What follows belongs to an exercise in optimizing a design on an open flow for small area, a short achievable clock period and few clock cycles per item; a production flow would make more cautious choices.
In this exercise RTL edits were held to simulation tests only and were not proved equivalent to the original.
No activity file was given, so power comes from the tool's default toggle rates.

## design/flow/config.mk

```make
export PLATFORM = sky130hd
export DESIGN_NAME = circular_deque
export DESIGN_NICKNAME = circular_deque
export VERILOG_FILES = /design/flow/design.v
export SDC_FILE = /design/flow/constraint.sdc
export NUM_CORES = 4
export LEC_CHECK = 0
export CAP_MARGIN = 20
export CORE_MARGIN = 2
export CORE_UTILIZATION = 40
export SLEW_MARGIN = 20
```

## design/flow/constraint.sdc

```tcl
create_clock -name core_clock -period 6.0 [get_ports {clock}]
set_input_delay 1.2000 -clock core_clock [delete_from_list [all_inputs] [get_ports {clock}]]
set_output_delay 1.2000 -clock core_clock [all_outputs]
set_load 0.01 [all_outputs]
```

## design/flow/design.v

```verilog
package cdq_pkg;
   localparam int DEPTH_DEFAULT = 16;
   localparam int DATA_W = 32;
   localparam int CAP_W  = 5;
   localparam int FUNC_W = 3;
   localparam logic [CAP_W-1:0] CAP_RESET = 5'd16;
   localparam logic [DATA_W-1:0] EMPTY_VALUE = 32'hFFFF_FFFF;
   localparam logic [FUNC_W-1:0] FUNC_PUSH_FRONT = 3'd0;
   localparam logic [FUNC_W-1:0] FUNC_PUSH_REAR  = 3'd1;
   localparam logic [FUNC_W-1:0] FUNC_POP_FRONT  = 3'd2;
   localparam logic [FUNC_W-1:0] FUNC_POP_REAR   = 3'd3;
   localparam logic [FUNC_W-1:0] FUNC_QUERY      = 3'd4;
   localparam int CSR_ADDR_W = 3;
   localparam int CSR_DATA_W = 32;
   localparam logic [CSR_ADDR_W-3:0] REG_CAPACITY = 1'b0;
   typedef struct packed {
      logic             ok;
      logic [CAP_W-1:0] held;
      logic             full;
      logic             head_fwd;
      logic             tail_fwd;
   } stage_type;
endpackage
module cdq_ram #(
   parameter int WIDTH = 32,
   parameter int DEPTH = 16,
   localparam int AW = $clog2(DEPTH)
) (
   input  logic             clock,
   input  logic             wr_en,
   input  logic [AW-1:0]    wr_addr,
   input  logic [WIDTH-1:0] wr_data,
   input  logic             rd_en,
   input  logic [AW-1:0]    rd_addr,
   output logic [WIDTH-1:0] rd_data
);
   logic [WIDTH-1:0] mem_ff [DEPTH];
   logic [WIDTH-1:0] rd_data_ff;
   always_ff @(posedge clock) begin
      if (wr_en) begin
         mem_ff[wr_addr] <= wr_data;
      end
      if (rd_en) begin
         rd_data_ff <= mem_ff[rd_addr];
      end
   end
   assign rd_data = rd_data_ff;
endmodule
module circular_deque #(
   parameter int DEPTH = cdq_pkg::DEPTH_DEFAULT
) (
   input  logic                                clock,
   input  logic                                reset,
   input  logic                                req_valid,
   output logic                                req_ready,
   input  logic [cdq_pkg::FUNC_W-1:0]          req_func,
   input  logic signed [cdq_pkg::DATA_W-1:0]   req_value,
   output logic                                rsp_valid,
   input  logic                                rsp_ready,
   output logic                                rsp_ok,
   output logic [cdq_pkg::CAP_W-1:0]           rsp_count,
   output logic                                rsp_is_empty,
   output logic                                rsp_is_full,
   output logic signed [cdq_pkg::DATA_W-1:0]   rsp_head_value,
   output logic signed [cdq_pkg::DATA_W-1:0]   rsp_tail_value,
   input  logic                                csr_psel,
   input  logic                                csr_penable,
   input  logic                                csr_pwrite,
   input  logic [cdq_pkg::CSR_ADDR_W-1:0]      csr_paddr,
   input  logic [cdq_pkg::CSR_DATA_W-1:0]      csr_pwdata,
   output logic [cdq_pkg::CSR_DATA_W-1:0]      csr_prdata,
   output logic                                csr_pready
);
   localparam int PW = $clog2(DEPTH);
   localparam int CW = cdq_pkg::CAP_W;
   localparam int DW = cdq_pkg::DATA_W;
   localparam int IW = ((PW > CW) ? PW : CW) + 1;
   function automatic logic [CW-1:0] eff_cap(input logic [CW-1:0] cap);
      logic [CW-1:0] res;
      if (cap == '0) begin
         res = CW'(1);
      end else if (IW'(cap) > IW'(DEPTH)) begin
         res = CW'(DEPTH);
      end else begin
         res = cap;
      end
      eff_cap = res;
   endfunction
   function automatic logic [PW-1:0] ring_inc(input logic [PW-1:0] i,
                                              input logic [CW-1:0] c);
      logic [IW-1:0] nxt;
      nxt = IW'(i) + IW'(1);
      ring_inc = (nxt >= IW'(c)) ? '0 : PW'(nxt);
   endfunction
   function automatic logic [PW-1:0] ring_dec(input logic [PW-1:0] i,
                                              input logic [CW-1:0] c);
      logic [IW-1:0] cm1;
      cm1 = IW'(c) - IW'(1);
      ring_dec = (i == '0 || IW'(i) >= IW'(c)) ? PW'(cm1) : i - PW'(1);
   endfunction
   logic [CW-1:0] capacity_ff;
   logic [PW-1:0] head_ff, head_in;
   logic [PW-1:0] tail_ff, tail_in;
   logic [CW-1:0] held_ff, held_in;
   logic [CW-1:0] eff_cap_w;
   logic          slot_wr;
   logic [PW-1:0] wr_addr;
   logic [PW-1:0] head_rd_addr;
   logic [PW-1:0] tail_rd_addr;
   logic [DW-1:0] head_rd_data;
   logic [DW-1:0] tail_rd_data;
   logic                 s1_vld_ff, s1_vld_in;
   cdq_pkg::stage_type   s1_ff, s1_in;
   logic [DW-1:0]        s1_push_ff;
   logic                 rsp_valid_ff, rsp_valid_in;
   logic                 rsp_ok_ff;
   logic [CW-1:0]        rsp_count_ff;
   logic                 rsp_empty_ff;
   logic                 rsp_full_ff;
   logic [DW-1:0]        rsp_head_ff, rsp_head_in;
   logic [DW-1:0]        rsp_tail_ff, rsp_tail_in;
   logic accept;
   logic out_free;
   logic cfg_wr;
   logic op_ok;
   assign eff_cap_w = eff_cap(capacity_ff);
   assign out_free  = !rsp_valid_ff || rsp_ready;
   assign req_ready = !s1_vld_ff || out_free;
   assign accept    = req_valid && req_ready;
   assign cfg_wr = csr_psel && csr_penable && csr_pwrite &&
                   (csr_paddr[cdq_pkg::CSR_ADDR_W-1:2] == cdq_pkg::REG_CAPACITY);
   assign csr_pready = 1'b1;
   assign csr_prdata = (csr_paddr[cdq_pkg::CSR_ADDR_W-1:2] == cdq_pkg::REG_CAPACITY) ?
                       cdq_pkg::CSR_DATA_W'(capacity_ff) : '0;
   always_comb begin
      head_in = head_ff;
      tail_in = tail_ff;
      held_in = held_ff;
      op_ok   = 1'b0;
      slot_wr = 1'b0;
      wr_addr = head_ff;
      unique case (req_func)
         cdq_pkg::FUNC_PUSH_FRONT: begin
            if (held_ff < eff_cap_w) begin
               slot_wr = 1'b1;
               wr_addr = head_ff;
               head_in = ring_dec(head_ff, eff_cap_w);
               held_in = held_ff + CW'(1);
               op_ok   = 1'b1;
            end
         end
         cdq_pkg::FUNC_PUSH_REAR: begin
            if (held_ff < eff_cap_w) begin
               slot_wr = 1'b1;
               wr_addr = tail_ff;
               tail_in = ring_inc(tail_ff, eff_cap_w);
               held_in = held_ff + CW'(1);
               op_ok   = 1'b1;
            end
         end
         cdq_pkg::FUNC_POP_FRONT: begin
            if (held_ff != '0) begin
               head_in = ring_inc(head_ff, eff_cap_w);
               held_in = held_ff - CW'(1);
               op_ok   = 1'b1;
            end
         end
         cdq_pkg::FUNC_POP_REAR: begin
            if (held_ff != '0) begin
               tail_in = ring_dec(tail_ff, eff_cap_w);
               held_in = held_ff - CW'(1);
               op_ok   = 1'b1;
            end
         end
         cdq_pkg::FUNC_QUERY: begin
            op_ok = 1'b1;
         end
         default: begin
         end
      endcase
   end
   assign head_rd_addr = ring_inc(head_in, eff_cap_w);
   assign tail_rd_addr = ring_dec(tail_in, eff_cap_w);
   always_comb begin
      s1_in.ok       = op_ok;
      s1_in.held     = held_in;
      s1_in.full     = (held_in == eff_cap_w);
      s1_in.head_fwd = slot_wr && (wr_addr == head_rd_addr);
      s1_in.tail_fwd = slot_wr && (wr_addr == tail_rd_addr);
   end
   assign s1_vld_in    = accept ? 1'b1 : (out_free ? 1'b0 : s1_vld_ff);
   assign rsp_valid_in = out_free ? s1_vld_ff : rsp_valid_ff;
   always_comb begin
      if (s1_ff.held == '0) begin
         rsp_head_in = cdq_pkg::EMPTY_VALUE;
         rsp_tail_in = cdq_pkg::EMPTY_VALUE;
      end else begin
         rsp_head_in = s1_ff.head_fwd ? s1_push_ff : head_rd_data;
         rsp_tail_in = s1_ff.tail_fwd ? s1_push_ff : tail_rd_data;
      end
   end
   always_ff @(posedge clock) begin
      if (reset) begin
         capacity_ff  <= cdq_pkg::CAP_RESET;
         head_ff      <= ring_dec('0, eff_cap(cdq_pkg::CAP_RESET));
         tail_ff      <= '0;
         held_ff      <= '0;
         s1_vld_ff    <= 1'b0;
         rsp_valid_ff <= 1'b0;
      end else begin
         if (cfg_wr) begin
            capacity_ff <= csr_pwdata[CW-1:0];
            head_ff     <= ring_dec('0, eff_cap(csr_pwdata[CW-1:0]));
            tail_ff     <= '0;
            held_ff     <= '0;
         end else if (accept) begin
            head_ff <= head_in;
            tail_ff <= tail_in;
            held_ff <= held_in;
         end
         s1_vld_ff    <= s1_vld_in;
         rsp_valid_ff <= rsp_valid_in;
      end
   end
   always_ff @(posedge clock) begin
      if (accept) begin
         s1_ff      <= s1_in;
         s1_push_ff <= req_value;
      end
      if (out_free && s1_vld_ff) begin
         rsp_ok_ff    <= s1_ff.ok;
         rsp_count_ff <= s1_ff.held;
         rsp_empty_ff <= (s1_ff.held == '0);
         rsp_full_ff  <= s1_ff.full;
         rsp_head_ff  <= rsp_head_in;
         rsp_tail_ff  <= rsp_tail_in;
      end
   end
   cdq_ram #(
      .WIDTH (DW),
      .DEPTH (DEPTH)
   ) u_head_ram (
      .clock   (clock),
      .wr_en   (accept && slot_wr),
      .wr_addr (wr_addr),
      .wr_data (req_value),
      .rd_en   (accept),
      .rd_addr (head_rd_addr),
      .rd_data (head_rd_data)
   );
   cdq_ram #(
      .WIDTH (DW),
      .DEPTH (DEPTH)
   ) u_tail_ram (
      .clock   (clock),
      .wr_en   (accept && slot_wr),
      .wr_addr (wr_addr),
      .wr_data (req_value),
      .rd_en   (accept),
      .rd_addr (tail_rd_addr),
      .rd_data (tail_rd_data)
   );
   assign rsp_valid      = rsp_valid_ff;
   assign rsp_ok         = rsp_ok_ff;
   assign rsp_count      = rsp_count_ff;
   assign rsp_is_empty   = rsp_empty_ff;
   assign rsp_is_full    = rsp_full_ff;
   assign rsp_head_value = $signed(rsp_head_ff);
   assign rsp_tail_value = $signed(rsp_tail_ff);
endmodule
```

## design/flow/run.sh

```bash
#!/bin/bash
# synth_recipe.tcl (not shown) runs the flow's synth.tcl, then flattens the netlist and writes it again
# the make line also repeats each setting of config.mk as NAME=value (left out here)
make -C /OpenROAD-flow-scripts/flow DESIGN_CONFIG=/design/flow/config.mk WORK_HOME=/design/flow/orfs CLKGATE_MAP_FILE= SYNTH_SCRIPT=/design/flow/synth_recipe.tcl finish
```

==> summary.md <==
| Metric | Value |
|---|---|
| Clock slew seen by the registers of the worst setup and hold paths | `0.06 ns` |
| Critical Path Source | `capacity_ff[4]$_SDFFE_PP1P_` |
| Finish-stage setup viols | `0` |
| Reg2reg path depth | `17` |
| Synth top area share | `0.617` |
| Leading post-synthesis cells by cell area | `edfxtp_1 62%, mux2i_1 17%, o22ai_1 4.7%` |
| Layout Nets | `2672` |
| Hold WS | `0.404 ns` |
| Most frequent cell after synthesis | `edfxtp_1` |
| Maximum fanout along the worst path | `64` |
| CP max stage delay | `0.88 ns` |
| Drt total wl | `95600 um` |
| Global-route wire length before repair | `140000 um` |
| Final-report hold violation count | `0` |
| Fraction of registers with async set/reset | `0` |
| Ports | `184` |
| Area growth syn-to-layout | `17.0%` |
| Setup TNS | `0 ns` |
| Number of library cell types mapped by synthesis | `67` |
| Crit end category | `flip-flop` |
| Post-synth EDFFs | `689` |
| GRT Total Usage | `0.218` |
| Setup CP Type | `flip-flop to flip-flop` |
| Antenna-violating nets left | `0` |
| CTS tree | `done` |
| Post-synth top cells | `689 x edfxtp_1, 557 x mux2i_1, 252 x o22ai_1` |
| RSZ-0062 raised after global routing | `false` |
| Final WS setup | `0.338 ns` |
| Combined area of the multi-input logic cells | `11700 um2` |
| Largest net degree at the start of global routing | `122` |
| Placed Cells incl. Taps | `3552` |
| Synth Instances | `2402` |
| FF-to-FF End | `u_head_ram.rd_data_ff[13]$_DFFE_PP_` |
| Clk root buf | `clkbuf_16` |
| Longest Clk Path Bufs | `3` |
| Period utilization | `0.944` |
| Starting Density | `0.402` |
| Port bufs | `126` |
| Max Cap Viol | `0` |
| Outcome | `finished clean` |
| DRT iter0 DRCs | `2052` |
| DRC viols | `0` |
| Ys flop type | `edfxtp_1` |
| Clk latency of the worst-skew pair | `0.65 ns` |
| Dpl ws | `0.0209 ns` |
| Worst Tran Pin Value | `1.17 ns` |
| Yosys reg bits | `709` |
| Rows | `106` |
| DP HPWL | `55600 um` |
| Non-filler instance count after layout | `3692` |
| Core area | `83300 um2` |
| P_leak | `0.0139 uW` |
| R2r startpoint | `capacity_ff[4]$_SDFFE_PP1P_` |
| Power Dens Cells | `361 nW/um2` |
| DR vias | `22200` |
| CP Capture Point | `u_head_ram.rd_data_ff[13]$_DFFE_PP_` |
| Worst Hold Launch | `s1_ff[2]$_DFFE_PP_` |
| Mapped Area | `33500 um2` |
| Fin util | `0.471` |
| Clk sinks | `709` |
| Reg area | `21100 um2` |
| H-tree depth | `3` |
| Max_slew headroom | `0.222` |
| Flop-to-flop setup slack | `0.34 ns` |
| Share of layout cells above drive strength 1 | `0.103` |
| CP arrival | `6.16 ns` |
| Sequential share of the synthesized area | `0.629` |
| VDD IR max | `0.000228 V` |
| Die area | `86100 um2` |
| Startpoint types | `flip-flop` |
| CTS Hold Bufs | `0` |
| Syn. warnings | `2` |
| Gpl congestion | `0.837` |
| Diode count | `0` |
| Total CTS buffers | `78` |
| Crit-path cells | `inv_2 -> nand2_1 -> ha_1 -> a211o_1 -> a21oi_1 -> nand3_1 -> o21ba_2 -> o211ai_1 -> and2_2 -> inv_8 -> buf_4 -> buf_4 -> mux2i_1 -> a221oi_1 -> mux2i_1 -> mux2i_1 -> buf_4` |
| WP data required | `6.50 ns` |
| Fmax achieved | `0.177 GHz` |
| GRT overflow | `0` |
| Via density | `6.01` |
| Vias in the first global route | `22500` |
| Final Skew | `0.0337 ns` |
| Chip height | `293 um` |
| Routed len/inst | `25.9 um` |
| Synth area leader | `edfxtp_1` |
| Final Max Slew Viols | `0` |
| # fillers | `7228` |
| Die width | `293 um` |
| Worst path slowest cell | `buf_4` |
| Worst min-delay path category | `flip-flop to flip-flop` |
| Min cycle time layout | `5.66 ns` |
| Pre-Repair DR Iteration Count | `5` |
| Antenna violations before repair | `1` |
| Syn_area_per_cell | `14.0 um2` |
[where the power goes]
part           internal, uW  leakage, uW  total, uW  switching [uW]
Sequential             5850      0.00648       5960             111
Clock                  2610      0.00117       4560            1950
Combinational          1470      0.00627       3660            2190
Total                  9930       0.0139      14200            4250
[sequential cells by signal, indices dropped and copies added, names as in the netlist]
name                   cells
rsp_ok_ff                  1
tail_ff                    4
s1_ff                      9
rsp_head_ff               32
head_ff                    4
rsp_count_ff               5
rsp_tail_ff               32
u_head_ram.rd_data_ff     32
u_head_ram.mem_ff         32
held_ff                    5
u_tail_ram.rd_data_ff     32
s1_push_ff                32
u_tail_ram.mem_ff        480
capacity_ff                5
s1_vld_ff                  1
rsp_valid_ff               1
rsp_empty_ff               1
rsp_full_ff                1
[per-stage QoR]
step | area [um2] | total power (uW)
finish | 39200 | 14200
global route | 39200 | 14700
CTS | 39200 | 14200
detailed placement | 36800 | 9700
global placement | 36800 | 9640
floorplan | 33600 | 8280
[layout by cell type (no fill, tap or decap), types with 23 or more instances in the layout]
cell type | Yosys | layout
clkbuf_16 | 0 | 79
or4_1 | 36 | 36
clkbuf_1 | 100 | 23
conb_1 | 2 | 28
buf_4 | 28 | 84
buf_12 | 0 | 35
nand2_1 | 102 | 99
a22oi_1 | 63 | 63
clkdlybuf4s50_1 | 0 | 126
ha_1 | 43 | 42
o22ai_1 | 252 | 252
nor2_1 | 124 | 110
edfxtp_1 | 689 | 689
a221oi_1 | 64 | 64
mux2i_1 | 557 | 556
[routing by layer]
layer / GRT usage / routed length (um) / part of all wire
met1: 0.283 / 39300 / 0.41
met2: 0.362 / 45600 / 0.48
met4: 0.0933 / 3700 / 0.039
met5: 0 / 16 / 0.00017
met3: 0.0362 / 7050 / 0.074
[area by class of cell]
cell class,instances,share of cell area
Clock buffer,102,0.0526
Clock inverter,38,0.00906
Inverter,23,0.00246
Multi-Input combinational cell,1495,0.298
Sequential cell,709,0.538
Tap cell,1080,0.0344
Timing Repair Buffer,245,0.0661
[how the worst min path moves through the flow]
stage / end / slack (ns) / cells after the start
after CTS: rsp_full_ff$_DFFE_PP_ / 0.41 / 0
after detailed placement: rsp_full_ff$_DFFE_PP_ / 0.40 / 0
after floorplan: rsp_full_ff$_DFFE_PP_ / 0.40 / 0
after global placement: rsp_ok_ff$_DFFE_PP_ / 0.41 / 0
after global routing: rsp_full_ff$_DFFE_PP_ / 0.42 / 0
final: rsp_full_ff$_DFFE_PP_ / 0.40 / 0
[kinds of logic after synthesis]
logic type | count (synthesis) | synth area share
other cells | 2 | 0.000224
flops | 709 | 0.629
mux | 558 | 0.167
simple gates | 369 | 0.0528
compound gates | 474 | 0.0988
buf+inv | 224 | 0.0302
xor+xnor | 23 | 0.00601
fa+ha+maj | 43 | 0.0161
[worst max-delay path: cells and delay by family, from the launching register on]
family                     cells  cell delay, ns
adders and majority gates      1            0.30
DFF                            1            0.36
AOI/OAI and AO/OA              5            1.45
buffers and inverters          5            2.11
and+or+nand+nor                3            0.77
muxes                          3            0.46
[timing repair]
action	in CTS	in global routing
gates resized for setup	0	2
buffers inserted	0	0
setup endpoints to repair	0	38
Testbench counts, summed over its fixed seeds: cycles 19,974, items 16,000.

re-timing with driven ports:
The flow's constraints put no driver on any port. The routed layout listed below was extracted and timed again, unchanged, in two steps. Step 1: set_driving_cell puts a clkbuf_16 on clock and a buf_2 on each other input, an assumption about the parent block. Step 2, shift: input delay + t, output delay - t, t = (earliest + latest rising clock arrival at the registers) / 2. This alone moves slack from input paths to output paths. a / b / c = no drivers / after step 1 / after step 2; a / b = the first two.
t, ns: 0.697
setup slack, ns: 0.338 / 0.338 / -0.010
worst hold slack (ns): 0.404 / 0.404 / 0.404
worst slew at a driven data input, ns: 0.13
Met with ideal ports but missed after step 2: setup timing in this run. For this run, drivers alone change the setup slack by 0.000 ns; drivers and shift together by -0.348 ns.
